Context: an optimization exercise on an open-source flow, tuned for small area, a short achievable clock period and few clock cycles. The choices shown serve that exercise and are no tape-out recipe.
Where RTL was checked, it was by simulation tests only, not by an equivalence proof against the original.
Only the layout flow was run in runs 1 and 2; the RTL was not checked for function there.
Power figures rest on the tool's default switching activity, not on a simulated workload.

--- design.v ---
module mips_mc #(
  parameter logic [31:0] RESET_PC = 32'h0000_3000,
  parameter int unsigned ADDR_W   = 32
) (
  input  logic              clk,
  input  logic              rst,
  output logic              mem_req,
  output logic              mem_we,
  output logic [ADDR_W-1:0] mem_addr,
  output logic [31:0]       mem_wdata,
  input  logic [31:0]       mem_rdata,
  input  logic              mem_ack,
  output logic [31:0]       pc_o,
  output logic              retire,
  output logic              halt
);
  localparam logic [5:0] OP_RTYPE = 6'h00;
  localparam logic [5:0] OP_J     = 6'h02;
  localparam logic [5:0] OP_JAL   = 6'h03;
  localparam logic [5:0] OP_BEQ   = 6'h04;
  localparam logic [5:0] OP_ADDI  = 6'h08;
  localparam logic [5:0] OP_ORI   = 6'h0D;
  localparam logic [5:0] OP_LUI   = 6'h0F;
  localparam logic [5:0] OP_LW    = 6'h23;
  localparam logic [5:0] OP_SW    = 6'h2B;
  localparam logic [5:0] FN_JR    = 6'h08;
  localparam logic [5:0] FN_ADDU  = 6'h21;
  localparam logic [5:0] FN_SUBU  = 6'h23;
  localparam logic [5:0] FN_SLT   = 6'h2A;
  logic s_go, s_fetch, s_exec, s_data, s_ret, s_halt;
  logic [31:0] pc, ir, a, b;
  logic c_addu, c_subu, c_slt, c_addi, c_ori, c_lui, c_jal, c_j, c_beq, c_jr;
  logic c_lw, c_sw, c_mem, c_wr;
  logic [4:0] c_dst;
  logic [5:0] f_op, f_fn;
  logic f_r, f_addu, f_subu, f_slt, f_jr, f_addi, f_ori, f_lui, f_jal, f_j, f_beq;
  logic f_lw, f_sw, f_legal, f_wr;
  logic [4:0] f_rs, f_rt, f_dst;
  assign f_op    = mem_rdata[31:26];
  assign f_fn    = mem_rdata[5:0];
  assign f_rs    = mem_rdata[25:21];
  assign f_rt    = mem_rdata[20:16];
  assign f_r     = (f_op == OP_RTYPE);
  assign f_addu  = f_r && (f_fn == FN_ADDU);
  assign f_subu  = f_r && (f_fn == FN_SUBU);
  assign f_slt   = f_r && (f_fn == FN_SLT);
  assign f_jr    = f_r && (f_fn == FN_JR);
  assign f_addi  = (f_op == OP_ADDI);
  assign f_ori   = (f_op == OP_ORI);
  assign f_lui   = (f_op == OP_LUI);
  assign f_jal   = (f_op == OP_JAL);
  assign f_j     = (f_op == OP_J);
  assign f_beq   = (f_op == OP_BEQ);
  assign f_lw    = (f_op == OP_LW);
  assign f_sw    = (f_op == OP_SW);
  assign f_legal = f_addu || f_subu || f_slt || f_jr || f_addi || f_ori || f_lui ||
                   f_jal || f_j || f_beq || f_lw || f_sw;
  assign f_dst   = f_jal ? 5'd31 : (f_r ? mem_rdata[15:11] : f_rt);
  assign f_wr    = (f_addu || f_subu || f_slt || f_addi || f_ori || f_lui || f_jal) &&
                   (f_dst != 5'd0);
  logic [15:0] imm;
  logic [31:0] simm, pc4, br_target, j_target, npc, pc_f, off_f;
  logic [31:0] pc4_r, brt_r, daddr_r;
  logic        eq_r, c_stall;
  logic [31:0] sum_i, sum_r, dif_r, res;
  logic        addi_ovf, lt;
  assign imm       = ir[15:0];
  assign simm      = {{16{imm[15]}}, imm};
  assign pc4       = pc4_r;
  assign br_target = brt_r;
  assign j_target  = {pc4[31:28], ir[25:0], 2'b00};
  assign pc_f  = fetch_npc ? npc : pc;
  assign off_f = {{14{mem_rdata[15]}}, mem_rdata[15:0], 2'b00};
  assign sum_i     = a + simm;
  assign sum_r     = a + b;
  assign dif_r     = a - b;
  assign addi_ovf  = (a[31] == imm[15]) && (sum_i[31] != a[31]);
  assign lt        = (a[31] != b[31]) ? a[31] : dif_r[31];
  always_comb begin
    npc = pc4;
    if (c_beq && eq_r)     npc = br_target;
    else if (c_j || c_jal) npc = j_target;
    else if (c_jr)         npc = a;
  end
  always_comb begin
    res = ({32{c_addu}} & sum_r) |
          ({32{c_subu}} & dif_r) |
          ({32{c_slt}}  & {31'h0, lt}) |
          ({32{c_addi}} & (addi_ovf ? b : sum_i)) |
          ({32{c_ori}}  & (a | {16'h0000, imm})) |
          ({32{c_lui}}  & {imm, 16'h0000}) |
          ({32{c_jal}}  & pc4);
  end
  logic fetch_npc, data_ph, fetch_done;
  assign fetch_npc  = (s_exec && !c_stall && !c_mem) || s_ret;
  assign data_ph    = (s_exec && !c_stall && c_mem) || s_data;
  assign mem_req    = s_fetch || fetch_npc || data_ph;
  assign mem_we     = data_ph && c_sw;
  assign mem_addr   = data_ph ? {daddr_r[31:2], 2'b00} :
                      (fetch_npc ? {npc[31:2], 2'b00} : {pc[31:2], 2'b00});
  assign mem_wdata  = b;
  assign fetch_done = (s_fetch || fetch_npc) && mem_ack;
  assign pc_o = pc;
  logic        alu_we, ld_we;
  logic [4:0]  rf_wa;
  logic [31:0] rf_wd;
  assign alu_we = s_exec && c_wr;    
  assign ld_we  = data_ph && c_lw && mem_ack;
  assign rf_wa  = c_dst;
  assign rf_wd  = c_lw ? mem_rdata : res;
  logic [31:1] vld;
  logic [31:0] q [1:31];
  logic [31:1] we_k, sel_a, sel_b;
  logic [31:0] rd_a, rd_b;
  always_comb begin
    rd_a = '0;
    rd_b = '0;
    for (int k = 1; k < 32; k++) begin
      we_k[k]  = (alu_we || ld_we) && (rf_wa == 5'(k));
      sel_a[k] = vld[k] && (f_rs == 5'(k));
      sel_b[k] = vld[k] && (f_rt == 5'(k));
      rd_a = rd_a | ({32{sel_a[k]}} & q[k]);
      rd_b = rd_b | ({32{sel_b[k]}} & q[k]);
    end
  end
  for (genvar k = 1; k < 32; k++) begin : g_rf
    logic [31:0] r;
    always_ff @(posedge clk) if (we_k[k]) r <= rf_wd;
    assign q[k] = r;
  end
  logic byp_a, byp_b;
  assign byp_a = alu_we && (c_dst == f_rs);
  assign byp_b = alu_we && (c_dst == f_rt);
  logic stall_f;
  logic [31:0] simm_f;
  assign simm_f  = {{16{mem_rdata[15]}}, mem_rdata[15:0]};
  assign stall_f = ((f_lw || f_sw) && byp_a) || (f_beq && (byp_a || byp_b));
  always_ff @(posedge clk or negedge rst) begin
    if (!rst) begin
      s_go    <= 1'b1;
      s_fetch <= 1'b0;
      s_exec  <= 1'b0;
      s_data  <= 1'b0;
      s_ret   <= 1'b0;
      s_halt  <= 1'b0;
      halt    <= 1'b0;
      retire  <= 1'b0;
      pc      <= RESET_PC;
      vld     <= '0;
    end else begin
      s_go    <= 1'b0;
      s_fetch <= s_go || ((s_fetch || fetch_npc) && !mem_ack);
      s_exec  <= (fetch_done && f_legal) || (s_exec && c_stall);
      s_data  <= data_ph && !mem_ack;
      s_ret   <= data_ph && mem_ack;
      s_halt  <= s_halt || (fetch_done && !f_legal);
      halt    <= s_halt || (fetch_done && !f_legal);
      retire  <= (fetch_done && f_legal && !f_lw && !f_sw && !stall_f) ||
                 (s_exec && c_stall && !c_mem) || (data_ph && mem_ack);
      if (fetch_npc) pc <= npc;
      vld     <= vld | we_k;
    end
  end
  always_ff @(posedge clk or negedge rst) begin
    if (!rst) begin
      ir     <= '0;
      daddr_r <= '0;
      eq_r   <= 1'b0;
      c_stall <= 1'b0;
      pc4_r  <= '0;
      brt_r  <= '0;
      a      <= '0;
      b      <= '0;
      c_addu <= 1'b0;
      c_subu <= 1'b0;
      c_slt  <= 1'b0;
      c_addi <= 1'b0;
      c_ori  <= 1'b0;
      c_lui  <= 1'b0;
      c_jal  <= 1'b0;
      c_j    <= 1'b0;
      c_beq  <= 1'b0;
      c_jr   <= 1'b0;
      c_lw   <= 1'b0;
      c_sw   <= 1'b0;
      c_mem  <= 1'b0;
      c_wr   <= 1'b0;
      c_dst  <= '0;
    end else if (fetch_done) begin
      ir     <= mem_rdata;
      pc4_r  <= pc_f + 32'd4;
      brt_r  <= {pc_f[31:2] - ~off_f[31:2], pc_f[1:0]};    
      a      <= byp_a ? res : rd_a;
      b      <= byp_b ? res : rd_b;
      c_addu <= f_addu;
      c_subu <= f_subu;
      c_slt  <= f_slt;
      c_addi <= f_addi;
      c_ori  <= f_ori;
      c_lui  <= f_lui;
      c_jal  <= f_jal;
      c_j    <= f_j;
      c_beq  <= f_beq;
      c_jr   <= f_jr;
      c_lw   <= f_lw;
      c_sw   <= f_sw;
      c_mem  <= f_lw || f_sw;
      c_wr   <= f_wr;
      c_dst  <= f_lw ? f_rt : f_dst;
      daddr_r <= rd_a + simm_f;
      eq_r   <= (rd_a == rd_b);
      c_stall <= stall_f;
    end else if (s_exec && c_stall) begin
      daddr_r <= sum_i;
      eq_r   <= (a == b);
      c_stall <= 1'b0;
    end
  end
endmodule
--- run.sh ---
#!/bin/bash
# synth_recipe.tcl (not shown) runs the flow's synth.tcl, then flattens the netlist and writes it again
# the make line also repeats each setting of config.mk as NAME=value (left out here)
make -C /OpenROAD-flow-scripts/flow DESIGN_CONFIG=/design/flow/config.mk WORK_HOME=/design/flow/orfs CLKGATE_MAP_FILE= SYNTH_SCRIPT=/design/flow/synth_recipe.tcl finish
--- config.mk ---
export PLATFORM = sky130hd
export DESIGN_NAME = mips_mc
export DESIGN_NICKNAME = mips_mc
export VERILOG_FILES = /design/flow/design.v
export SDC_FILE = /design/flow/constraint.sdc
export NUM_CORES = 4
export LEC_CHECK = 0
export CAP_MARGIN = 20
export CORE_MARGIN = 2
export CORE_UTILIZATION = 30
export GPL_ROUTABILITY_DRIVEN = 1
export PLACE_DENSITY = 0.45
export SLEW_MARGIN = 20
--- constraint.sdc ---
create_clock -name core_clock -period 5.5 [get_ports {clk}]
set_input_delay 1.1000 -clock core_clock [delete_from_list [all_inputs] [get_ports {clk}]]
set_output_delay 1.1000 -clock core_clock [all_outputs]
set_load 0.01 [all_outputs]
==> results.toml, run 1 <==
[logic_synthesis]
postSynthRegisterBits = 1265
synth_cell_type_count = 107
synth_simple_gate_area_share_pct = 10.5
synth_edf_count = 992
synthAdderAreaFrac_pct = 3.47
synthArstFlopShare_pct = 21.6
synth_compound_area_share_pct = 21.5
synth_sequential_area_ratio_pct = 57.4
synthesis.area_mm2 = 0.0638
post_synth_mux_area_share_pct = 1.65
synthesis.yosys.warnings = 2
synth_flop_cell = "sky130_fd_sc_hd__edfxtp_1"
synth.avg_cell_area_um2 = 11.8
post_synth_inst_count = 5420
main_combinational_cell_family_by_area_after_synthesis = "compound AO/OA/AOI/OAI gates"
synthXorXnorAreaFrac_pct = 2.07

[setup_path]
cpPeakStageDelay_ns = 0.49
worstPathCellList = "inv_1 > ha_1 > a21o_1 > a21oi_2 > o31ai_2 > nor3_2 > a211oi_2 > o32a_1 > a21o_1 > a21o_1 > a21oi_1 > o21bai_1 > buf_4 > fa_1 > a22oi_2 > nand2_2 > a21oi_2 > o2111ai_2 > a311o_1 > buf_12 > mux2_2 > buf_12"
path_common_cell = "sky130_fd_sc_hd__a21o_1"
worstSetupStartpointType = "flip-flop"
critical_path_arrival_ns = 5.95
crit_fanout = 31
worst_path_dominant_cell_family = "compound AO/OA/AOI/OAI gates"
setup.worst_path.end_class = "flip-flop"
critPathRequiredTime_ns = 6.05
timing_worst_setup_path_type = "reg2reg"
critical_path_buf_inv_count = 4
critical_path.slowest_cell = "sky130_fd_sc_hd__fa_1"

[outcome]
status = "finished clean"

[global_route]
vias_in_the_first_global_route = 56300
globalRouteTotalUtil_pct = 35.5
grt_max_degree = 166
grt_antenna_before_repair = 23
grt-ovfl-total = 0
wire_length_of_the_first_global_routing_pass_mm = 521

[power_and_ir_drop]
worst_ir_drop_vdd_mv = 0.349
power.leakage_uw = 0.0305
power.density_cell_area_mw_per_mm2 = 314

[route]
detailroute.via_count = 58700
routed_length_per_instance_um = 43.6
drt-vias-per-instance = 6.46
drt_iter0_markers = 9604
drt_first_pass_iters = 10
route.final.wire_length_mm = 396
route.detailed.drc = 0
route.antenna.remaining_nets = 0

[clock_network]
cts.hold.buffers_added = 0
tritoncts = "done"
clk-insertion-delay-late_ns = 0.84
htree_levels = 4
cts_buffer_depth = 3
tritoncts.num_buffers = 148
clkTransAtPathRegs_ns = 0.06
clk_root_buffer_cell = "sky130_fd_sc_hd__clkbuf_16"
cts.sinks = 1265

[die]
die-width_um = 465
core_region_area_mm2 = 0.212
top_level_ports = 135
dieArea_mm2 = 0.216
start_util_pct = 30.1
num_rows = 169
die_y_um = 465

[timing]
clock_skew_ns = 0.0461
maxSlewHeadroom_pct = 10.8
rsz0062_at_grt = "false"
max_freq_ghz = 0.185
final_setup_violating_endpoints = 0
post-route-min-period_ns = 5.40
finalHoldViolations = 0
max_slew.worst_pin.slew_ns = 1.34
final_min_period_over_clock_period_pct = 98.2
final-max-slew-violation-count = 0
hold_ws_ns = 0.242

[min_path]
min-delay-path-class = "in2async"

[cells_and_area]
layout.core_utilization_pct = 37.8
layout.cell_area.non_filler_mm2 = 0.0801
layout_commonest_cell = "sky130_fd_sc_hd__edfxtp_1"
final_cell_count_no_fill = 9081
num-nets-final = 6339
drive_gt1_share_pct = 21.1
layout_common_cells = "992 x sky130_fd_sc_hd__edfxtp_1, 723 x sky130_fd_sc_hd__buf_4, 596 x sky130_fd_sc_hd__a22oi_1"
areaGrowthSynthToFinish_pct = 25.5

[placed_design]
dpl.cell_count = 8798
io_buffers = 132
dp_hpwl_mm = 278
placed_cell_areas_mm2 = 0.0750
gp_congestion = 1.01

[flow_run]
max_cap_violations = 0
==> synthesized netlist by cell type, types with 158 or more instances <==
master                     instances  area, um^2
sky130_fd_sc_hd__a21oi_1         170         851
sky130_fd_sc_hd__a22oi_1         597        4480
sky130_fd_sc_hd__a221oi_1        158        1380
sky130_fd_sc_hd__nand3_1         227        1140
sky130_fd_sc_hd__nand2_1         393        1480
sky130_fd_sc_hd__a22o_1          163        1430
sky130_fd_sc_hd__edfxtp_1        992       29800
sky130_fd_sc_hd__dfrtp_1         270        6760
sky130_fd_sc_hd__o21ai_0         197         986
sky130_fd_sc_hd__clkbuf_1        324        1220
sky130_fd_sc_hd__nor2_1          237         890
sky130_fd_sc_hd__ha_1            169        2110
==> state kept, by name, indices dropped and copies added, names as in the netlist, 5 cells and up <==
register / flops
vld: 31
brt_r: 32
pc4_r: 30
c_dst: 5
ir: 26
b: 32
a: 32
daddr_r: 30
pc: 32
g_rf.r: 992
==> path summary, 6_finish.rpt <==
path                                  end  slack, ns  start  cells after the start
max                        g_rf[15].r[31]        0.1  b[10]                     22
min                                pc[24]       0.24    rst                      1
max reg2reg                g_rf[15].r[31]        0.1  b[10]                     22
min reg2reg                          c_wr       0.48   c_wr                      1
max in group asynchronous            a[1]       3.97    rst                      2
min in group core_clock              c_wr       0.48   c_wr                      1
==> worst reg2reg max path, cell delays in order (launching register included) <==
cell,delay [ns]
sky130_fd_sc_hd__dfrtp_1,0.41
sky130_fd_sc_hd__inv_1,0.18
sky130_fd_sc_hd__ha_1,0.32
sky130_fd_sc_hd__a21o_1,0.21
sky130_fd_sc_hd__a21oi_2,0.18
sky130_fd_sc_hd__o31ai_2,0.12
sky130_fd_sc_hd__nor3_2,0.21
sky130_fd_sc_hd__a211oi_2,0.11
sky130_fd_sc_hd__o32a_1,0.32
sky130_fd_sc_hd__a21o_1,0.22
sky130_fd_sc_hd__a21o_1,0.21
sky130_fd_sc_hd__a21oi_1,0.16
sky130_fd_sc_hd__o21bai_1,0.09
sky130_fd_sc_hd__buf_4,0.16
sky130_fd_sc_hd__fa_1,0.49
sky130_fd_sc_hd__a22oi_2,0.19
sky130_fd_sc_hd__nand2_2,0.13
sky130_fd_sc_hd__a21oi_2,0.17
sky130_fd_sc_hd__o2111ai_2,0.18
sky130_fd_sc_hd__a311o_1,0.40
sky130_fd_sc_hd__buf_12,0.17
sky130_fd_sc_hd__mux2_2,0.31
sky130_fd_sc_hd__buf_12,0.18
==> metrics by stage <==
step	TNS, ns	power (uW)	setup slack (ns)
after floorplan	0	13100	0.413
final	0	25100	0.0998
after CTS	0	25100	0.00625
after detailed placement	-29.04	15100	-0.988
after global routing	0	25900	0.00169
after global placement	-30.55	15100	-0.970
==> kinds of logic after synthesis <==
family	Yosys count
muxes	100
DFF	1265
other	1
xor gates and xnor gates	151
AOI/OAI and AO/OA	1842
adders and majority gates	174
buffers and inverters	543
and+or+nand+nor	1344
==> where the power goes <==
group | switching [uW] | internal, uW | total, uW
Clock | 4440 | 5700 | 10100
Combinational | 2310 | 1500 | 3810
Sequential | 435 | 10700 | 11200
Total | 7180 | 17900 | 25100
==> layout make-up <==
class                           count  area (um^2)
Inverter                          140          526
Timing Repair Buffer              961         8850
Fill cell                       20600       132000
Clock buffer                      181         3880
Tap cell                         2821         3530
Clock inverter                     87         1010
Sequential cell                  1265        36600
Multi-Input combinational cell   3614        25600
Antenna cell                       12         30.0
==> per-layer routing <==
metal  GRT usage [%]  up-vias  wire length [um]
met5               0        -               174
met2            55.2     4610            174000
met4            21.8       24             30900
li1                -    23000                 -
met1            44.4    29700            150000
met3            8.68     1353             40100
==> repair_timing <==
item / 4_1_cts / 5_1_grt
pin swaps: 0 / 5
setup buffers: 0 / 3
resized for setup: 13 / 34
setup endpoints to repair: 45 / 50
==> run 2: changes to the inputs <==
--- a/design.v
+++ b/design.v
@@ -162,30 +162,6 @@
     end
   end
-  always_ff @(posedge clk or negedge rst) begin
-    if (!rst) begin
-      ir     <= '0;
-      daddr_r <= '0;
-      eq_r   <= 1'b0;
-      c_stall <= 1'b0;
-      pc4_r  <= '0;
-      brt_r  <= '0;
-      a      <= '0;
-      b      <= '0;
-      c_addu <= 1'b0;
-      c_subu <= 1'b0;
-      c_slt  <= 1'b0;
-      c_addi <= 1'b0;
-      c_ori  <= 1'b0;
-      c_lui  <= 1'b0;
-      c_jal  <= 1'b0;
-      c_j    <= 1'b0;
-      c_beq  <= 1'b0;
-      c_jr   <= 1'b0;
-      c_lw   <= 1'b0;
-      c_sw   <= 1'b0;
-      c_mem  <= 1'b0;
-      c_wr   <= 1'b0;
-      c_dst  <= '0;
-    end else if (fetch_done) begin
+  always_ff @(posedge clk) begin
+    if (fetch_done) begin
       ir     <= mem_rdata;
       pc4_r  <= pc_f + 32'd4;
--- a/config.mk
+++ b/config.mk
@@ -11,3 +11,4 @@
 export GPL_ROUTABILITY_DRIVEN = 1
 export PLACE_DENSITY = 0.45
+export SETUP_SLACK_MARGIN = 1.2
 export SLEW_MARGIN = 20
==> results.toml, run 2 <==
[clock_network]
clkTransAtPathRegs_ns = 0.06
clk_root_buffer_cell = "sky130_fd_sc_hd__clkbuf_16"
clk-insertion-delay-late_ns = 0.89
tritoncts = "done"
tritoncts.num_buffers = 146
htree_levels = 4
cts_buffer_depth = 3
cts.sinks = 1265
cts.hold.buffers_added = 0

[die]
top_level_ports = 135
core_region_area_mm2 = 0.209
start_util_pct = 30.1
die_y_um = 462
die-width_um = 462
num_rows = 168
dieArea_mm2 = 0.213

[timing]
maxSlewHeadroom_pct = -6.58
max_freq_ghz = 0.208
final_setup_violating_endpoints = 0
max_slew.worst_pin.slew_ns = 1.60
rsz0062_at_grt = "true"
hold_ws_ns = 0.143
final_min_period_over_clock_period_pct = 87.6
post-route-min-period_ns = 4.82
final-max-slew-violation-count = 42
finalHoldViolations = 0
clock_skew_ns = 0.0847

[logic_synthesis]
synth_flop_cell = "sky130_fd_sc_hd__edfxtp_1"
synth_top_area_cell = "sky130_fd_sc_hd__edfxtp_1"
synth.avg_cell_area_um2 = 12.5
synth_commonest_cells = "1195 x sky130_fd_sc_hd__edfxtp_1, 559 x sky130_fd_sc_hd__a22oi_1, 280 x sky130_fd_sc_hd__nand2_1"
synthXorXnorAreaFrac_pct = 2.08
synth_sequential_area_ratio_pct = 59.9
yosys-top-cells-area = "sky130_fd_sc_hd__edfxtp_1 57%, sky130_fd_sc_hd__a22oi_1 6.7%, sky130_fd_sc_hd__ha_1 3.4%"
post_synth_mux_area_share_pct = 1.82
synthArstFlopShare_pct = 5.53
post_synth_inst_count = 5032
synthesis.area_mm2 = 0.0629
synthesis.yosys.warnings = 2
synth_compound_area_share_pct = 19.8
synthAdderAreaFrac_pct = 3.52
synth_simple_gate_area_share_pct = 9.89
postSynthRegisterBits = 1265
synth_edf_count = 1195
yosysTopAreaCellShare_pct = 57.1
synth_cell_type_count = 96
synth.most_common_cell = "sky130_fd_sc_hd__edfxtp_1"
main_combinational_cell_family_by_area_after_synthesis = "compound AO/OA/AOI/OAI gates"

[route]
drt_first_pass_iters = 13
route.final.wire_length_mm = 384
drt_iter0_markers = 10700
drt-vias-per-instance = 6.55
route.antenna.remaining_nets = 0
route.detailed.drc = 0
routed_length_per_instance_um = 43.2
detailroute.via_count = 58200

[cells_and_area]
layout.area.seq_mm2 = 0.0376
drive_gt1_share_pct = 30.1
largest_register_ffs = 992
num-nets-final = 6159
nFillCells = 19700
areaGrowthSynthToFinish_pct = 36.2
layout.cell_area.non_filler_mm2 = 0.0856
multi_input_comb_area_mm2 = 0.0276
layout_common_cells = "1195 x sky130_fd_sc_hd__edfxtp_1, 624 x sky130_fd_sc_hd__buf_4, 546 x sky130_fd_sc_hd__a22oi_1"
layout_commonest_cell = "sky130_fd_sc_hd__edfxtp_1"
final_cell_count_no_fill = 8886
largest_register = "g_rf.r"

[setup_path]
worstPathCellList = "ha_4 > nor2b_4 > o21ai_2 > a211oi_2 > buf_4 > o211ai_1 > buf_4 > a21oi_4 > o221ai_4 > and3_4 > o21ai_4 > a21oi_2 > o21bai_1 > buf_4 > fa_1 > a222oi_1 > o21a_1 > buf_12 > a41oi_4 > buf_12 > buf_12"
timing_worst_setup_path_type = "reg2reg"
critical_path.slowest_cell = "sky130_fd_sc_hd__edfxtp_1"
setup.worst_path.end_class = "flip-flop"
crit_fanout = 8
critPathRequiredTime_ns = 6.10
worstSetupStartpointType = "flip-flop"
critical_path_arrival_ns = 5.42
cpPeakStageDelay_ns = 0.49

[min_path]
min-delay-path-class = "in2async"

[global_route]
wire_length_of_the_first_global_routing_pass_mm = 489
vias_in_the_first_global_route = 54200
grt_max_degree = 94
globalRouteTotalUtil_pct = 33.9
grt-ovfl-total = 0
grt_antenna_before_repair = 15

[placed_design]
placed_cell_areas_mm2 = 0.0739
dpl.cell_count = 8328
io_buffers = 132
dp_hpwl_mm = 248
gp_congestion = 1.00

[outcome]
status = "complete, but fails checks"
violations = "max-capacitance violations, max-slew violations"

[flow_run]
max_cap_violations = 1

[power_and_ir_drop]
worst_ir_drop_vdd_mv = 0.349
power.leakage_uw = 0.0313
power.density_cell_area_mw_per_mm2 = 333
p_total_uw = 28500
## run 2: cell types whose count changed after synthesis, moves of 19 or more
cell / before / now
sky130_fd_sc_hd__dfrtp_1: 270 / 67
sky130_fd_sc_hd__edfxtp_1: 992 / 1195
sky130_fd_sc_hd__nand2_1: 393 / 280
sky130_fd_sc_hd__o21ai_0: 197 / 102
sky130_fd_sc_hd__clkbuf_1: 324 / 270
sky130_fd_sc_hd__a22oi_1: 597 / 559
sky130_fd_sc_hd__a221o_1: 33 / 8
sky130_fd_sc_hd__nand4_1: 96 / 72
sky130_fd_sc_hd__nor2_1: 237 / 214
sky130_fd_sc_hd__a21o_1: 79 / 58
sky130_fd_sc_hd__o211ai_1: 39 / 18
sky130_fd_sc_hd__and3_1: 76 / 95
## run 2: repair_timing
action                     in CTS  in global routing
setup endpoints to repair    1128               1117
cloned                         28                 53
pin swaps                     105                162
setup buffers                  71                126
gates resized for setup       302                520
## run 2: worst paths after layout
check,from,endpoint,slack (ns),cells after the start
worst max-delay path,a[1],g_rf[23].r[31],0.68,21
worst min-delay path,rst,pc[16],0.14,1
max in group asynchronous,rst,s_ret,4.22,2
min in group core_clock,s_halt,s_halt,0.48,1
worst min register to register,s_halt,s_halt,0.48,1
worst max register to register,a[1],g_rf[23].r[31],0.68,21
## run 2: kinds of logic (layout without fill, tap and decap cells)
group           count (synthesis)  count (layout)
other cells                     1              13
simple gates                 1216            1220
buf+inv                       487            1478
compound gates               1635            1641
xor+xnor                      149             149
fa+ha+maj                     174             174
flops                        1265            1265
mux                           105             141
## run 2: power by group
| group | switching, uW | internal [uW] | total, uW |
|---|---|---|---|
| Clock | 4420 | 5590 | 10000 |
| Sequential | 363 | 11300 | 11700 |
| Combinational | 3890 | 2960 | 6850 |
| Total | 8670 | 19900 | 28500 |
## run 2: cell type report
type	count	area share [%]
diodes	10	0.0292
clock buffers	173	4.49
clock inverters	96	1.16
inverters	142	0.636
multi-input cells	3328	32.2
flip-flops and latches	1265	44.0
well taps	2805	4.10
repair buffers	1067	13.4
## run 2: stage by stage
step	setup slack, ns	util, %	setup TNS, ns
6_report	0.684	41.0	0
5_1_grt	0.546	41.0	0
4_1_cts	0.749	38.8	0
3_5_place_dp	-0.841	35.4	-17.51
3_3_place_gp	-0.806	35.3	-17.46
2_1_floorplan	0.471	-	0
## run 2: critical path, delay by kind of cell, from the launching register on
family	cells	cell delay [ns]
AOI/OAI and AO/OA	11	1.88
adders and majority gates	2	0.75
buffers and inverters	6	1.04
DFF	1	0.49
and+or+nand+nor	2	0.35
## run 2: metal layers
layer	global-route usage [%]	part of all wire [%]	wire (um)	vias to the layer above
li1	-	-	-	22300
met5	0	0.022	86	-
met1	42.2	37	141000	29300
met2	51.0	42	163000	5069
met4	22.1	8.5	32500	10
met3	10.2	12	47000	1552
==> run 3: changes to the inputs <==
--- a/design.v
+++ b/design.v
@@ -61,6 +61,5 @@
   logic [15:0] imm;
   logic [31:0] simm, pc4, br_target, j_target, npc, pc_f, off_f;
-  logic [31:0] pc4_r, brt_r, daddr_r;
-  logic        eq_r, c_stall;
+  logic [31:0] pc4_r, brt_r;
   logic [31:0] sum_i, sum_r, dif_r, res;
   logic        addi_ovf, lt;
@@ -71,5 +70,5 @@
   assign j_target  = {pc4[31:28], ir[25:0], 2'b00};
   assign pc_f  = fetch_npc ? npc : pc;
-  assign off_f = {{14{mem_rdata[15]}}, mem_rdata[15:0], 2'b00};
+  assign off_f = {{14{mem_rdata[15]}}, mem_rdata[15:0], 2'b00} + 32'd4;
   assign sum_i     = a + simm;
   assign sum_r     = a + b;
@@ -79,5 +78,5 @@
   always_comb begin
     npc = pc4;
-    if (c_beq && eq_r)     npc = br_target;
+    if (c_beq && (a == b)) npc = br_target;
     else if (c_j || c_jal) npc = j_target;
     else if (c_jr)         npc = a;
@@ -93,9 +92,9 @@
   end
   logic fetch_npc, data_ph, fetch_done;
-  assign fetch_npc  = (s_exec && !c_stall && !c_mem) || s_ret;
-  assign data_ph    = (s_exec && !c_stall && c_mem) || s_data;
+  assign fetch_npc  = (s_exec && !c_mem) || s_ret;
+  assign data_ph    = (s_exec && c_mem) || s_data;
   assign mem_req    = s_fetch || fetch_npc || data_ph;
   assign mem_we     = data_ph && c_sw;
-  assign mem_addr   = data_ph ? {daddr_r[31:2], 2'b00} :
+  assign mem_addr   = data_ph ? {sum_i[31:2], 2'b00} :
                       (fetch_npc ? {npc[31:2], 2'b00} : {pc[31:2], 2'b00});
   assign mem_wdata  = b;
@@ -105,5 +104,5 @@
   logic [4:0]  rf_wa;
   logic [31:0] rf_wd;
-  assign alu_we = s_exec && c_wr;    
+  assign alu_we = s_exec && c_wr;
   assign ld_we  = data_ph && c_lw && mem_ack;
   assign rf_wa  = c_dst;
@@ -132,8 +131,4 @@
   assign byp_a = alu_we && (c_dst == f_rs);
   assign byp_b = alu_we && (c_dst == f_rt);
-  logic stall_f;
-  logic [31:0] simm_f;
-  assign simm_f  = {{16{mem_rdata[15]}}, mem_rdata[15:0]};
-  assign stall_f = ((f_lw || f_sw) && byp_a) || (f_beq && (byp_a || byp_b));
   always_ff @(posedge clk or negedge rst) begin
     if (!rst) begin
@@ -151,20 +146,40 @@
       s_go    <= 1'b0;
       s_fetch <= s_go || ((s_fetch || fetch_npc) && !mem_ack);
-      s_exec  <= (fetch_done && f_legal) || (s_exec && c_stall);
+      s_exec  <= fetch_done && f_legal;
       s_data  <= data_ph && !mem_ack;
       s_ret   <= data_ph && mem_ack;
       s_halt  <= s_halt || (fetch_done && !f_legal);
       halt    <= s_halt || (fetch_done && !f_legal);
-      retire  <= (fetch_done && f_legal && !f_lw && !f_sw && !stall_f) ||
-                 (s_exec && c_stall && !c_mem) || (data_ph && mem_ack);
+      retire  <= (fetch_done && f_legal && !f_lw && !f_sw) || (data_ph && mem_ack);
       if (fetch_npc) pc <= npc;
       vld     <= vld | we_k;
     end
   end
-  always_ff @(posedge clk) begin
-    if (fetch_done) begin
+  always_ff @(posedge clk or negedge rst) begin
+    if (!rst) begin
+      ir     <= '0;
+      pc4_r  <= '0;
+      brt_r  <= '0;
+      a      <= '0;
+      b      <= '0;
+      c_addu <= 1'b0;
+      c_subu <= 1'b0;
+      c_slt  <= 1'b0;
+      c_addi <= 1'b0;
+      c_ori  <= 1'b0;
+      c_lui  <= 1'b0;
+      c_jal  <= 1'b0;
+      c_j    <= 1'b0;
+      c_beq  <= 1'b0;
+      c_jr   <= 1'b0;
+      c_lw   <= 1'b0;
+      c_sw   <= 1'b0;
+      c_mem  <= 1'b0;
+      c_wr   <= 1'b0;
+      c_dst  <= '0;
+    end else if (fetch_done) begin
       ir     <= mem_rdata;
       pc4_r  <= pc_f + 32'd4;
-      brt_r  <= {pc_f[31:2] - ~off_f[31:2], pc_f[1:0]};    
+      brt_r  <= pc_f + off_f;
       a      <= byp_a ? res : rd_a;
       b      <= byp_b ? res : rd_b;
@@ -184,11 +199,4 @@
       c_wr   <= f_wr;
       c_dst  <= f_lw ? f_rt : f_dst;
-      daddr_r <= rd_a + simm_f;
-      eq_r   <= (rd_a == rd_b);
-      c_stall <= stall_f;
-    end else if (s_exec && c_stall) begin
-      daddr_r <= sum_i;
-      eq_r   <= (a == b);
-      c_stall <= 1'b0;
     end
   end
--- a/config.mk
+++ b/config.mk
@@ -10,5 +10,3 @@
 export CORE_UTILIZATION = 30
 export GPL_ROUTABILITY_DRIVEN = 1
-export PLACE_DENSITY = 0.45
-export SETUP_SLACK_MARGIN = 1.2
 export SLEW_MARGIN = 20
==> results.toml, run 3 <==
[timing]
max_slew.worst_pin.slew_ns = 1.23
final-max-slew-violation-count = 0
max_freq_ghz = 0.185
clock_skew_ns = 0.0706
post-route-worst-setup-slack_ns = 0.0827
maxSlewHeadroom_pct = 18.2
final_setup_violating_endpoints = 0
final_min_period_over_clock_period_pct = 98.5
finalHoldViolations = 0
post-route-min-period_ns = 5.42

[global_route]
vias_in_the_first_global_route = 52700
wire_length_of_the_first_global_routing_pass_mm = 438
grt_max_degree = 114
grt_antenna_before_repair = 26
globalRouteTotalUtil_pct = 29.9
grt-ovfl-total = 0

[placed_design]
post-place-ws_ns = 0.0528
dp_hpwl_mm = 210
placed_cell_areas_mm2 = 0.0695
io_buffers = 132
gp_congestion = 0.991

[setup_path]
worstSetupStartpointType = "flip-flop"
setup.worst_path.end_class = "output port"
timing_worst_setup_path_type = "reg2out"
r2r.worst_path.cells = 18
reg2reg_slack_ns = 0.43
critical_path_arrival_ns = 4.32
critPathRequiredTime_ns = 4.40
reg2reg_to = "brt_r[31]"
crit_fanout = 7
timing.rr.start = "b[27]"

[logic_synthesis]
synth_cell_type_count = 89
synth_edf_count = 992
yosys-top-cells-area = "sky130_fd_sc_hd__edfxtp_1 48%, sky130_fd_sc_hd__dfrtp_1 9.7%, sky130_fd_sc_hd__a22oi_1 4.8%"
synth.most_common_cell = "sky130_fd_sc_hd__edfxtp_1"
synth_sequential_area_ratio_pct = 58.1
synthArstFlopShare_pct = 19.5
synth.avg_cell_area_um2 = 11.8
synthesis.yosys.warnings = 2
synth_flop_cell = "sky130_fd_sc_hd__edfxtp_1"
yosysTopAreaCellShare_pct = 48.3
post_synth_inst_count = 5211
postSynthRegisterBits = 1233
synthesis.area_mm2 = 0.0617
synth_commonest_cells = "992 x sky130_fd_sc_hd__edfxtp_1, 395 x sky130_fd_sc_hd__a22oi_1, 356 x sky130_fd_sc_hd__clkbuf_1"
synth_top_area_cell = "sky130_fd_sc_hd__edfxtp_1"

[clock_network]
tritoncts = "done"
htree_levels = 4
cts.hold.buffers_added = 0
cts_buffer_depth = 3
clk_root_buffer_cell = "sky130_fd_sc_hd__clkbuf_16"
clkTransAtPathRegs_ns = 0.07
tritoncts.num_buffers = 130
clk-insertion-delay-late_ns = 0.83
cts.sinks = 1233

[die]
top_level_ports = 135
num_rows = 166
die_y_um = 457
start_util_pct = 30.2
dieArea_mm2 = 0.209
core_region_area_mm2 = 0.205
die-width_um = 457

[cells_and_area]
largest_register_ffs = 992
layout_commonest_cell = "sky130_fd_sc_hd__edfxtp_1"
layout.cell_area.non_filler_mm2 = 0.0744
num-nets-final = 5688
layout_common_cells = "992 x sky130_fd_sc_hd__edfxtp_1, 395 x sky130_fd_sc_hd__a22oi_1, 378 x sky130_fd_sc_hd__buf_4"
areaGrowthSynthToFinish_pct = 20.5
largest_register = "g_rf.r"
drive_gt1_share_pct = 16.6
nFillCells = 19800

[min_path]
min-delay-path-class = "in2async"

[route]
route.detailed.drc = 0
route.antenna.remaining_nets = 0
route.final.wire_length_mm = 326
drt_first_pass_iters = 13
drt-vias-per-instance = 6.87
detailroute.via_count = 57100
drt_iter0_markers = 12400
routed_length_per_instance_um = 39.3

[power_and_ir_drop]
power.density_cell_area_mw_per_mm2 = 353
power.leakage_uw = 0.0264
worst_ir_drop_vdd_mv = 0.327

[flow_run]
max_cap_violations = 0

[outcome]
status = "finished clean"
run 3: what timing repair did:
action	CTS	global route
pin swaps	5	7
setup buffers	11	6
endpoints found under the setup margin	21	18
resized for setup	36	40
run 3: how the worst max path moves through the flow:
stage | startpoint | end | slack, ns
after floorplan | ir[15] | g_rf[10].r[9] | 0.53
after global placement | mem_rdata[0] | brt_r[31] | 0.12
after detailed placement | mem_rdata[0] | brt_r[28] | 0.05
after CTS | ir[0] | mem_addr[24] | -0.12
after global routing | a[5] | mem_addr[21] | -0.005
final | a[1] | mem_addr[24] | 0.08
run 3: metal layers:
metal  global-route usage [%]  routed length, um  up-vias
met5                    0.666                337        -
met4                     16.4              24500       28
met3                     13.7              55200     1627
met2                     42.6             132000     5875
met1                     37.2             115000    27900
li1                         -                  -    21700
run 3: through the flow:
step | TNS, ns | total power, uW | instances | hold WS [ns] | util (%)
after floorplan | 0 | 14200 | 5213 | 0.439 | -
final | 0 | 26200 | 8314 | 0.292 | 36.3
after detailed placement | 0 | 16800 | 8042 | 0.462 | 34.0
after CTS | -0.133 | 26000 | 8291 | 0.304 | 36.2
after global placement | 0 | 16800 | 8042 | 0.457 | 33.9
after global routing | -0.00498 | 27000 | 8299 | 0.347 | 36.3
run 3: layout make-up:
cell class	instances	area (um^2)	area share (%)
clock inverter	76	918	1.24
timing repair buffer	579	5550	7.46
clock buffer	162	3450	4.65
tap	2688	3360	4.52
inverter	145	544	0.732
sequential	1233	35800	48.2
antenna	15	37.5	0.0505
multi-input combinational	3416	24700	33.2
run 3: cell families (layout without fill, tap and decap cells):
family	Yosys count	in the layout	synth area share [%]
muxes	87	87	1.47
other	1	18	0.00608
and+or+nand+nor	1320	1320	10.9
DFF	1233	1233	58.1
xor gates and xnor gates	77	77	1.09
adders and majority gates	148	148	3.06
AOI/OAI and AO/OA	1781	1781	21.9
buffers and inverters	564	962	3.49
run 3: where the power goes:
group	switching (uW)	leakage, uW	internal, uW
combinational	3630	0.0122	2120
clock	4170	0.00211	5080
sequential	404	0.0121	10800
total	8200	0.0264	18000
run 3: worst max-delay path, cell delays in order (launching register included):
cell and delay, ns:
sky130_fd_sc_hd__dfrtp_2 0.48, sky130_fd_sc_hd__inv_1 0.13, sky130_fd_sc_hd__fa_2 0.42, sky130_fd_sc_hd__nand2b_1 0.18, sky130_fd_sc_hd__a21o_1 0.25, sky130_fd_sc_hd__a21oi_4 0.26, sky130_fd_sc_hd__a21oi_4 0.12, sky130_fd_sc_hd__buf_4 0.19
sky130_fd_sc_hd__o21a_2 0.26, sky130_fd_sc_hd__o211ai_1 0.16, sky130_fd_sc_hd__buf_4 0.16, sky130_fd_sc_hd__nand2_1 0.07, sky130_fd_sc_hd__o21ai_2 0.12, sky130_fd_sc_hd__buf_4 0.17, sky130_fd_sc_hd__clkdlybuf4s50_1 0.53
Testbench counts of run 3, summed over its fixed seeds: cycles 163,777.
==> run 4: changes to the inputs <==
--- a/design.v
+++ b/design.v
@@ -31,5 +31,5 @@
   logic [31:0] pc, ir, a, b;
   logic c_addu, c_subu, c_slt, c_addi, c_ori, c_lui, c_jal, c_j, c_beq, c_jr;
-  logic c_lw, c_sw, c_mem, c_wr;
+  logic c_lw, c_sw, c_mem, c_wr, c_sub;
   logic [4:0] c_dst;
   logic [5:0] f_op, f_fn;
@@ -62,6 +62,5 @@
   logic [31:0] simm, pc4, br_target, j_target, npc, pc_f, off_f;
   logic [31:0] pc4_r, brt_r;
-  logic [31:0] sum_i, sum_r, dif_r, res;
-  logic        addi_ovf, lt;
+  logic [31:0] sum_i, res;
   assign imm       = ir[15:0];
   assign simm      = {{16{imm[15]}}, imm};
@@ -70,10 +69,5 @@
   assign j_target  = {pc4[31:28], ir[25:0], 2'b00};
   assign pc_f  = fetch_npc ? npc : pc;
-  assign off_f = {{14{mem_rdata[15]}}, mem_rdata[15:0], 2'b00} + 32'd4;
-  assign sum_i     = a + simm;
-  assign sum_r     = a + b;
-  assign dif_r     = a - b;
-  assign addi_ovf  = (a[31] == imm[15]) && (sum_i[31] != a[31]);
-  assign lt        = (a[31] != b[31]) ? a[31] : dif_r[31];
+  assign off_f = {{14{mem_rdata[15]}}, mem_rdata[15:0], 2'b00};
   always_comb begin
     npc = pc4;
@@ -82,13 +76,10 @@
     else if (c_jr)         npc = a;
   end
-  always_comb begin
-    res = ({32{c_addu}} & sum_r) |
-          ({32{c_subu}} & dif_r) |
-          ({32{c_slt}}  & {31'h0, lt}) |
-          ({32{c_addi}} & (addi_ovf ? b : sum_i)) |
-          ({32{c_ori}}  & (a | {16'h0000, imm})) |
-          ({32{c_lui}}  & {imm, 16'h0000}) |
-          ({32{c_jal}}  & pc4);
-  end
+  mips_mc_alu u_alu (
+    .a(a), .b(b), .imm(imm), .pc4(pc4),
+    .c_sub(c_sub), .c_addu(c_addu), .c_subu(c_subu), .c_slt(c_slt),
+    .c_addi(c_addi), .c_ori(c_ori), .c_lui(c_lui), .c_jal(c_jal),
+    .sum(sum_i), .res(res)
+  );
   logic fetch_npc, data_ph, fetch_done;
   assign fetch_npc  = (s_exec && !c_mem) || s_ret;
@@ -156,30 +147,9 @@
     end
   end
-  always_ff @(posedge clk or negedge rst) begin
-    if (!rst) begin
-      ir     <= '0;
-      pc4_r  <= '0;
-      brt_r  <= '0;
-      a      <= '0;
-      b      <= '0;
-      c_addu <= 1'b0;
-      c_subu <= 1'b0;
-      c_slt  <= 1'b0;
-      c_addi <= 1'b0;
-      c_ori  <= 1'b0;
-      c_lui  <= 1'b0;
-      c_jal  <= 1'b0;
-      c_j    <= 1'b0;
-      c_beq  <= 1'b0;
-      c_jr   <= 1'b0;
-      c_lw   <= 1'b0;
-      c_sw   <= 1'b0;
-      c_mem  <= 1'b0;
-      c_wr   <= 1'b0;
-      c_dst  <= '0;
-    end else if (fetch_done) begin
+  always_ff @(posedge clk) begin
+    if (fetch_done) begin
       ir     <= mem_rdata;
       pc4_r  <= pc_f + 32'd4;
-      brt_r  <= pc_f + off_f;
+      brt_r  <= {pc_f[31:2] - ~off_f[31:2], pc_f[1:0]};    
       a      <= byp_a ? res : rd_a;
       b      <= byp_b ? res : rd_b;
@@ -197,4 +167,5 @@
       c_sw   <= f_sw;
       c_mem  <= f_lw || f_sw;
+      c_sub  <= f_subu || f_slt;
       c_wr   <= f_wr;
       c_dst  <= f_lw ? f_rt : f_dst;
@@ -202,2 +173,32 @@
   end
 endmodule
+module mips_mc_alu (
+  input  logic [31:0] a,
+  input  logic [31:0] b,
+  input  logic [15:0] imm,
+  input  logic [31:0] pc4,
+  input  logic        c_sub,
+  input  logic        c_addu,
+  input  logic        c_subu,
+  input  logic        c_slt,
+  input  logic        c_addi,
+  input  logic        c_ori,
+  input  logic        c_lui,
+  input  logic        c_jal,
+  output logic [31:0] sum,
+  output logic [31:0] res
+);
+  logic [31:0] simm, sum_r;
+  logic        addi_ovf, lt;
+  assign simm     = {{16{imm[15]}}, imm};
+  assign sum      = a + simm;
+  assign sum_r    = a + (b ^ {32{c_sub}}) + {31'h0, c_sub};
+  assign addi_ovf = (a[31] == imm[15]) && (sum[31] != a[31]);
+  assign lt       = (a[31] != b[31]) ? a[31] : sum_r[31];
+  assign res = ({32{c_addu || c_subu}} & sum_r) |
+               ({32{c_slt}}  & {31'h0, lt}) |
+               ({32{c_addi}} & (addi_ovf ? b : sum)) |
+               ({32{c_ori}}  & (a | {16'h0000, imm})) |
+               ({32{c_lui}}  & {imm, 16'h0000}) |
+               ({32{c_jal}}  & pc4);
+endmodule
==> flow/run.sh (new file) <==
#!/bin/bash
# The standard layout (standard.sh: the standard flow's own synthesis and ORFS flow), with
# plain buf_2 cells as the port buffers instead of the delay buffers the port
# buffering picks by default. Every port still gets its buffer.
set -euo pipefail
export BUFFER_PORTS_ARGS="-buffer_cell sky130_fd_sc_hd__buf_2"
bash standard.sh > standard.log 2>&1
==> standard.sh (new file) <==
#!/bin/bash
# synth_recipe.tcl (not shown) runs the flow's synth.tcl, then flattens the netlist and writes it again
# the make line also repeats each setting of config.mk as NAME=value (left out here)
make -C /OpenROAD-flow-scripts/flow DESIGN_CONFIG=/design/flow/config.mk WORK_HOME=/design/flow/orfs CLKGATE_MAP_FILE= SYNTH_SCRIPT=/design/flow/synth_recipe.tcl "${@:-finish}"
--- a/config.mk
+++ b/config.mk
@@ -6,7 +6,9 @@
 export NUM_CORES = 4
 export LEC_CHECK = 0
-export CAP_MARGIN = 20
+export CAP_MARGIN = 35
 export CORE_MARGIN = 2
 export CORE_UTILIZATION = 30
+export CTS_BUF_LIST = sky130_fd_sc_hd__clkbuf_8
 export GPL_ROUTABILITY_DRIVEN = 1
-export SLEW_MARGIN = 20
+export SETUP_SLACK_MARGIN = 0.15
+export SLEW_MARGIN = 35
removed: run.sh
==> results.toml, run 4 <==
[setup_path]
timing_worst_setup_path_type = "reg2out"
critPathRequiredTime_ns = 4.40
crit_fanout = 13
critical_path_arrival_ns = 4.27
setup.worst_path.end_class = "output port"
worstSetupStartpointType = "flip-flop"

[clock_network]
clkTransAtPathRegs_ns = 0.07
tritoncts = "done"
tritoncts.num_buffers = 196
clk_root_buffer_cell = "sky130_fd_sc_hd__clkbuf_8"
clk-insertion-delay-late_ns = 1.05
cts_buffer_depth = 3
cts.hold.buffers_added = 0
htree_levels = 4
cts.sinks = 1234

[route]
route.antenna.remaining_nets = 0
detailroute.via_count = 51200
route.detailed.drc = 0
route.final.wire_length_mm = 290
drt_iter0_markers = 11300
drt_first_pass_iters = 15
drt-vias-per-instance = 6.81
routed_length_per_instance_um = 38.6

[timing]
hold_ws_ns = 0.160
maxSlewHeadroom_pct = 19.5
max_slew.worst_pin.slew_ns = 1.20
post-route-min-period_ns = 5.37
max_freq_ghz = 0.186
finalHoldViolations = 0
final_setup_violating_endpoints = 0
rsz0062_at_grt = "true"
clock_skew_ns = 0.0729
final_min_period_over_clock_period_pct = 97.6
final-max-slew-violation-count = 0

[cells_and_area]
layout_common_cells = "1164 x sky130_fd_sc_hd__edfxtp_1, 390 x sky130_fd_sc_hd__a221oi_1, 384 x sky130_fd_sc_hd__a22o_1"
final_cell_count_no_fill = 7515
layout_commonest_cell = "sky130_fd_sc_hd__edfxtp_1"
largest_register = "g_rf.r"
areaGrowthSynthToFinish_pct = 18.8
layout.cell_area.non_filler_mm2 = 0.0696
layout.area.seq_mm2 = 0.0367
drive_gt1_share_pct = 22.4
largest_register_ffs = 992
nFillCells = 18600
num-nets-final = 4947
layout.core_utilization_pct = 35.8
multi_input_comb_area_mm2 = 0.0211

[power_and_ir_drop]
power.clock.fraction_pct = 34.4
power.internal_uw = 16400
worst_ir_drop_vdd_mv = 0.259
p_comb_share_pct = 17.2
power.leakage_uw = 0.0248
switching_share_pct = 28.8
power.density_cell_area_mw_per_mm2 = 331
switching_power_uw = 6640
seq_power_share_pct = 48.4

[logic_synthesis]
synth_cell_type_count = 87
synth_edf_count = 1164
synthArstFlopShare_pct = 5.67
post_synth_inst_count = 4378
synth_flop_cell = "sky130_fd_sc_hd__edfxtp_1"
synth.avg_cell_area_um2 = 13.4
synthesis.area_mm2 = 0.0585
postSynthRegisterBits = 1234
yosysTopAreaCellShare_pct = 59.7
yosys-top-cells-area = "sky130_fd_sc_hd__edfxtp_1 60%, sky130_fd_sc_hd__a221oi_1 5.8%, sky130_fd_sc_hd__a22o_1 5.7%"
synthesis.yosys.warnings = 2
synth.most_common_cell = "sky130_fd_sc_hd__edfxtp_1"
synth_commonest_cells = "1164 x sky130_fd_sc_hd__edfxtp_1, 390 x sky130_fd_sc_hd__a221oi_1, 384 x sky130_fd_sc_hd__a22o_1"
synth_sequential_area_ratio_pct = 62.7
synth_top_area_cell = "sky130_fd_sc_hd__edfxtp_1"

[global_route]
grt-ovfl-total = 0
grt_max_degree = 132
grt_antenna_before_repair = 30
vias_in_the_first_global_route = 47600
wire_length_of_the_first_global_routing_pass_mm = 389
globalRouteTotalUtil_pct = 28.0

[placed_design]
placed_cell_areas_mm2 = 0.0647
dp_hpwl_mm = 181
gp_congestion = 1.02
io_buffers = 132
dpl.cell_count = 7087

[outcome]
status = "finished clean"

[die]
dieArea_mm2 = 0.199
start_util_pct = 30.1
top_level_ports = 135
num_rows = 162
core_region_area_mm2 = 0.194
die-width_um = 446
die_y_um = 446

[flow_run]
max_cap_violations = 0

[min_path]
min-delay-path-class = "in2async"
run 4: cell count changes after synthesis, sizes merged, moves of 53 or more:
cell,before,now
edfxtp,992,1164
a31oi,82,17
clkbuf,356,298
a221oi,290,390
a22oi,395,131
a22o,255,384
dfrtp,238,67
xnor2,46,99
o21ai,198,91
nand2,338,179
inv,145,77
nor2,225,162
nand3,161,56
run 4: cells by family after synthesis:
| group | synth area share, % |
|---|---|
| compound gates | 19.7 |
| flops | 62.7 |
| simple gates | 7.61 |
| buf+inv | 2.82 |
| xor+xnor | 2.73 |
| fa+ha+maj | 2.41 |
| mux | 1.97 |
| other cells | 0.00641 |
run 4: worst paths after layout:
path	from	slack, ns	depth (start not counted)	endpoint
min	rst	0.16	1	vld[14]
max in group asynchronous	rst	4.80	1	vld[22]
max	a[2]	0.13	11	mem_addr[25]
min in group core_clock	mem_ack	0.36	2	s_data
min reg2reg	s_halt	0.47	1	s_halt
max reg2reg	a[2]	0.22	21	brt_r[27]
run 4: power groups by stage:
stage / combinational, uW / clock (uW) / sequential (uW)
CTS: 3640 / 7900 / 11100
finish: 3950 / 7920 / 11200
global placement: 3390 / 0 / 11300
detailed placement: 3440 / 0 / 11300
floorplan: 1960 / 0 / 11300
global route: 4190 / 8320 / 11200
run 4: final cells by class:
class,count,area share (%)
clock inverter,151,1.42
multi-input combinational,2735,30.4
sequential,1234,52.8
inverter,78,0.439
antenna,14,0.0504
tap,2542,4.57
clock buffer,204,4.04
timing repair buffer,557,6.34
run 4: critical path, cell delays in order, from the launching register on:
cell	delay [ns]
sky130_fd_sc_hd__edfxtp_1	0.44
sky130_fd_sc_hd__xnor2_2	0.26
sky130_fd_sc_hd__nand4_1	0.21
sky130_fd_sc_hd__or4_4	0.56
sky130_fd_sc_hd__or4_4	0.55
sky130_fd_sc_hd__buf_12	0.19
sky130_fd_sc_hd__buf_16	0.16
sky130_fd_sc_hd__mux2i_1	0.15
sky130_fd_sc_hd__o21ai_1	0.09
sky130_fd_sc_hd__buf_4	0.19
sky130_fd_sc_hd__mux2_2	0.30
sky130_fd_sc_hd__buf_2	0.15
run 4: repair_timing:
action | in CTS | in global routing
hold endpoints to repair | 0 | 0
resized for setup | 58 | 54
setup endpoints to repair | 38 | 35
cloned | 2 | 0
pin swaps | 20 | 27
buffers inserted | 32 | 21
run 4: per-layer routing:
| layer | routed length, um | global-route usage [%] | share of wire, % | vias up |
|---|---|---|---|---|
| met5 | 264 | 0 | 0.091 | - |
| met4 | 24500 | 17.6 | 8.5 | 32 |
| met3 | 53500 | 14.5 | 18 | 1729 |
| met2 | 113000 | 38.6 | 39 | 5812 |
| met1 | 98300 | 34.2 | 34 | 24600 |
| li1 | - | - | - | 19000 |
run 4: stage by stage:
step / total power [uW] / setup WS (ns) / TNS [ns]
floorplan: 13300 / 0.281 / 0
global placement: 14700 / -0.258 / -0.611
detailed placement: 14800 / -0.223 / -0.618
CTS: 22700 / 0.0440 / 0
global route: 23700 / 0.0621 / 0
finish: 23000 / 0.131 / 0
Testbench counts of run 4, summed over its fixed seeds: cycles 163,777.
==> run 5: changes to the inputs <==
--- a/config.mk
+++ b/config.mk
@@ -11,4 +11,5 @@
 export CTS_BUF_LIST = sky130_fd_sc_hd__clkbuf_8
 export GPL_ROUTABILITY_DRIVEN = 1
-export SETUP_SLACK_MARGIN = 0.15
+export PLACE_DENSITY = 0.72
+export SETUP_SLACK_MARGIN = 0.3
 export SLEW_MARGIN = 35
==> results.toml, run 5 <==
[setup_path]
critPathLaunch = "a[2]"
worst_path_dominant_cell_family = "simple AND/OR/NAND/NOR gates"
timing_worst_setup_path_type = "reg2reg"
critical_path_arrival_ns = 6.13
crit_fanout = 4
path_common_cell = "sky130_fd_sc_hd__or4_4"
cpPeakStageDelay_ns = 0.58
critical_path_buf_inv_count = 2
worstSetupStartpointType = "flip-flop"
setup.worst_path.end_class = "flip-flop"
timing.rr.start = "a[2]"
worstPathCellList = "xnor2_2 > nand4_1 > or4_4 > or4_4 > buf_6 > mux2_4 > mux2i_4 > ha_2 > inv_2 > fa_2 > a21o_1 > a21oi_2 > o21ai_1 > o211a_1 > a31oi_4 > o21ai_4 > a31oi_2 > o21ai_2 > or4_1 > nand3_1"
critPathRequiredTime_ns = 6.28
critical_path.slowest_cell = "sky130_fd_sc_hd__or4_4"

[route]
route.antenna.remaining_nets = 0
route.detailed.drc = 0
drt_first_pass_iters = 14
routed_length_per_instance_um = 37.1
route.final.wire_length_mm = 278
drt-vias-per-instance = 6.92
drt_iter0_markers = 12200
detailroute.via_count = 51900

[cells_and_area]
layout_common_cells = "1164 x sky130_fd_sc_hd__edfxtp_1, 389 x sky130_fd_sc_hd__a221oi_1, 384 x sky130_fd_sc_hd__a22o_1"
areaGrowthSynthToFinish_pct = 19.7
drive_gt1_share_pct = 22.6
final_cell_count_no_fill = 7504
layout.cell_area.non_filler_mm2 = 0.0701
layout.core_utilization_pct = 36.0
layout_commonest_cell = "sky130_fd_sc_hd__edfxtp_1"
largest_register_ffs = 992
nFillCells = 18400
largest_register = "g_rf.r"
num-nets-final = 4928

[placed_design]
dp_hpwl_mm = 171
dpl.cell_count = 7045
gp_congestion = 1.03
io_buffers = 132
placed_cell_areas_mm2 = 0.0646
post-place-ws_ns = -0.278

[power_and_ir_drop]
worst_ir_drop_vdd_mv = 0.170
power.density_cell_area_mw_per_mm2 = 335
power.leakage_uw = 0.0248

[clock_network]
clk_root_buffer_cell = "sky130_fd_sc_hd__clkbuf_8"
cts_buffer_depth = 3
tritoncts = "done"
clk-insertion-delay-late_ns = 1.02
cts.sinks = 1234
tritoncts.num_buffers = 189
htree_levels = 4
cts.hold.buffers_added = 0
clkTransAtPathRegs_ns = 0.08

[timing]
clock_skew_ns = 0.0991
maxSlewHeadroom_pct = 23.0
post-route-worst-setup-slack_ns = 0.154
post-route-min-period_ns = 5.35
max_freq_ghz = 0.187
finalHoldViolations = 0
max_slew.worst_pin.slew_ns = 1.15
final_setup_violating_endpoints = 0
rsz0062_at_grt = "true"
final_min_period_over_clock_period_pct = 97.2
final-max-slew-violation-count = 0

[logic_synthesis]
post_synth_inst_count = 4378
yosysTopAreaCellShare_pct = 59.7
synth_top_area_cell = "sky130_fd_sc_hd__edfxtp_1"
synth.avg_cell_area_um2 = 13.4
synth_cell_type_count = 87
synth_edf_count = 1164
synthesis.yosys.warnings = 2
synthesis.area_mm2 = 0.0585
synth_flop_cell = "sky130_fd_sc_hd__edfxtp_1"
yosys-top-cells-area = "sky130_fd_sc_hd__edfxtp_1 60%, sky130_fd_sc_hd__a221oi_1 5.8%, sky130_fd_sc_hd__a22o_1 5.7%"
synth.most_common_cell = "sky130_fd_sc_hd__edfxtp_1"
synth_commonest_cells = "1164 x sky130_fd_sc_hd__edfxtp_1, 390 x sky130_fd_sc_hd__a221oi_1, 384 x sky130_fd_sc_hd__a22o_1"
synth_sequential_area_ratio_pct = 62.7
synthArstFlopShare_pct = 5.67
postSynthRegisterBits = 1234

[die]
start_util_pct = 30.1
dieArea_mm2 = 0.199
num_rows = 162
core_region_area_mm2 = 0.194
die_y_um = 446
top_level_ports = 135
die-width_um = 446

[min_path]
min-delay-path-class = "in2async"

[outcome]
status = "finished clean"

[global_route]
grt-ovfl-total = 0
globalRouteTotalUtil_pct = 26.7
wire_length_of_the_first_global_routing_pass_mm = 375
vias_in_the_first_global_route = 47800
grt_antenna_before_repair = 24
grt_max_degree = 97

[flow_run]
max_cap_violations = 0
==> run 5: cell count changes in the layout (fill, tap and decap cells not counted), sizes merged <==
cell,before,now
bufbuf,1,0
clkinv,76,87
diode,14,16
buf,556,544
inv,138,128
clkinvlp,6,3
bufinv,9,21
clkbuf,204,194
==> run 5: what timing repair did <==
action / 4_1_cts / 5_1_grt
setup buffers: 40 / 39
pin swaps: 25 / 53
setup endpoints to repair: 42 / 37
cloned: 1 / 1
gates resized for setup: 59 / 94
==> run 5: area by class of cell <==
cell class                 count  area, um^2  area share (%)
sequential                  1234       36700            52.4
clock inverter               161        1330            1.90
antenna                       16        40.0          0.0571
multi-input combinational   2735       21200            30.3
timing repair buffer         545        4620            6.59
inverter                      78         300           0.429
clock buffer                 193        2660            3.79
tap                         2542        3180            4.54
==> run 5: logic make-up (layout without fill, tap and decap cells) <==
| family | Yosys count | in the layout | share of synthesized area [%] |
|---|---|---|---|
| other | 1 | 19 | 0.00641 |
| adder cells (fa/ha/maj) | 111 | 111 | 2.41 |
| flip-flops | 1234 | 1234 | 62.7 |
| XOR/XNOR | 181 | 181 | 2.73 |
| buffers and inverters | 411 | 977 | 2.82 |
| AND/OR/NAND/NOR | 861 | 861 | 7.61 |
| multiplexers | 111 | 111 | 1.97 |
| AO/OA/AOI/OAI | 1468 | 1468 | 19.7 |
==> run 5: worst paths after layout <==
check	to	slack, ns	depth (start not counted)
worst min register to register	s_halt	0.49	1
min in group core_clock	ir[0]	0.42	1
max in group asynchronous	pc[7]	4.78	1
worst min-delay path	vld[9]	0.17	1
worst max register to register	brt_r[24]	0.15	20
worst max-delay path	brt_r[24]	0.15	20
==> run 5: routing by layer <==
layer | global-route usage (%) | vias up | routed length, um
li1 | - | 19000 | -
met1 | 31.6 | 24700 | 90200
met2 | 36.8 | 6234 | 108000
met3 | 14.8 | 2009 | 53700
met4 | 17.4 | 28 | 25800
met5 | 1.86 | - | 694
==> run 5: where the power goes <==
part	switching, uW	leakage [uW]	total (uW)	internal [uW]
clock	4020	0.00219	8340	4310
sequential	227	0.0114	11200	10900
combinational	2410	0.0112	3940	1530
==> run 5: worst register-to-register path, cell delays in order, from the launching register on <==
cell	delay [ns]
sky130_fd_sc_hd__edfxtp_1	0.44
sky130_fd_sc_hd__xnor2_2	0.26
sky130_fd_sc_hd__nand4_1	0.19
sky130_fd_sc_hd__or4_4	0.57
sky130_fd_sc_hd__or4_4	0.58
sky130_fd_sc_hd__buf_6	0.17
sky130_fd_sc_hd__mux2_4	0.31
sky130_fd_sc_hd__mux2i_4	0.16
sky130_fd_sc_hd__ha_2	0.22
sky130_fd_sc_hd__inv_2	0.04
sky130_fd_sc_hd__fa_2	0.36
sky130_fd_sc_hd__a21o_1	0.18
sky130_fd_sc_hd__a21oi_2	0.17
sky130_fd_sc_hd__o21ai_1	0.10
sky130_fd_sc_hd__o211a_1	0.18
sky130_fd_sc_hd__a31oi_4	0.24
sky130_fd_sc_hd__o21ai_4	0.13
sky130_fd_sc_hd__a31oi_2	0.24
sky130_fd_sc_hd__o21ai_2	0.09
sky130_fd_sc_hd__or4_1	0.43
sky130_fd_sc_hd__nand3_1	0.12
==> run 5: stage by stage <==
step	hold slack (ns)	TNS [ns]	power (uW)
floorplan	0.446	0	13300
global placement	0.459	-1.57	14700
detailed placement	0.464	-1.06	14700
CTS	0.152	0	23000
global route	0.260	0	24000
finish	0.167	0	23400

-- afterwards: timing with drivers on the ports --
Ports are ideal in the flow. The routed layouts listed here were re-timed in OpenROAD.
Step 1 assumes that a clkbuf_16 drives the clock port and a buf_2 every other input.
Step 2, shift: input delay + t, output delay - t, t = (earliest + latest rising clock arrival at the registers) / 2. This alone moves slack from input paths to output paths.
a / b / c = ideal ports / drivers / drivers and shift; a / b = the first two.
run | t (ns) | setup WS [ns] | hold WS [ns] | worst setup path after step 2
run 1 | 0.911 | 0.100 / 0.100 / -0.703 | 0.242 / 0.207 / 0.478 | input to register
run 2 | 0.931 | 0.684 / 0.684 / -0.064 | 0.143 / 0.091 / 0.478 | input to register
run 3 | 0.879 | 0.083 / -0.005 / 0.060 | 0.292 / 0.255 / 0.481 | input to register
run 4 | 1.082 | 0.131 / 0.055 / 0.220 | 0.160 / 0.125 / 0.471 | register to register
run 5 | 1.038 | 0.154 / 0.107 / 0.154 | 0.167 / 0.132 / 0.488 | register to register
The setup slack of run 1, which loses most, moves by 0.000 ns with the drivers and by -0.803 ns with both steps.
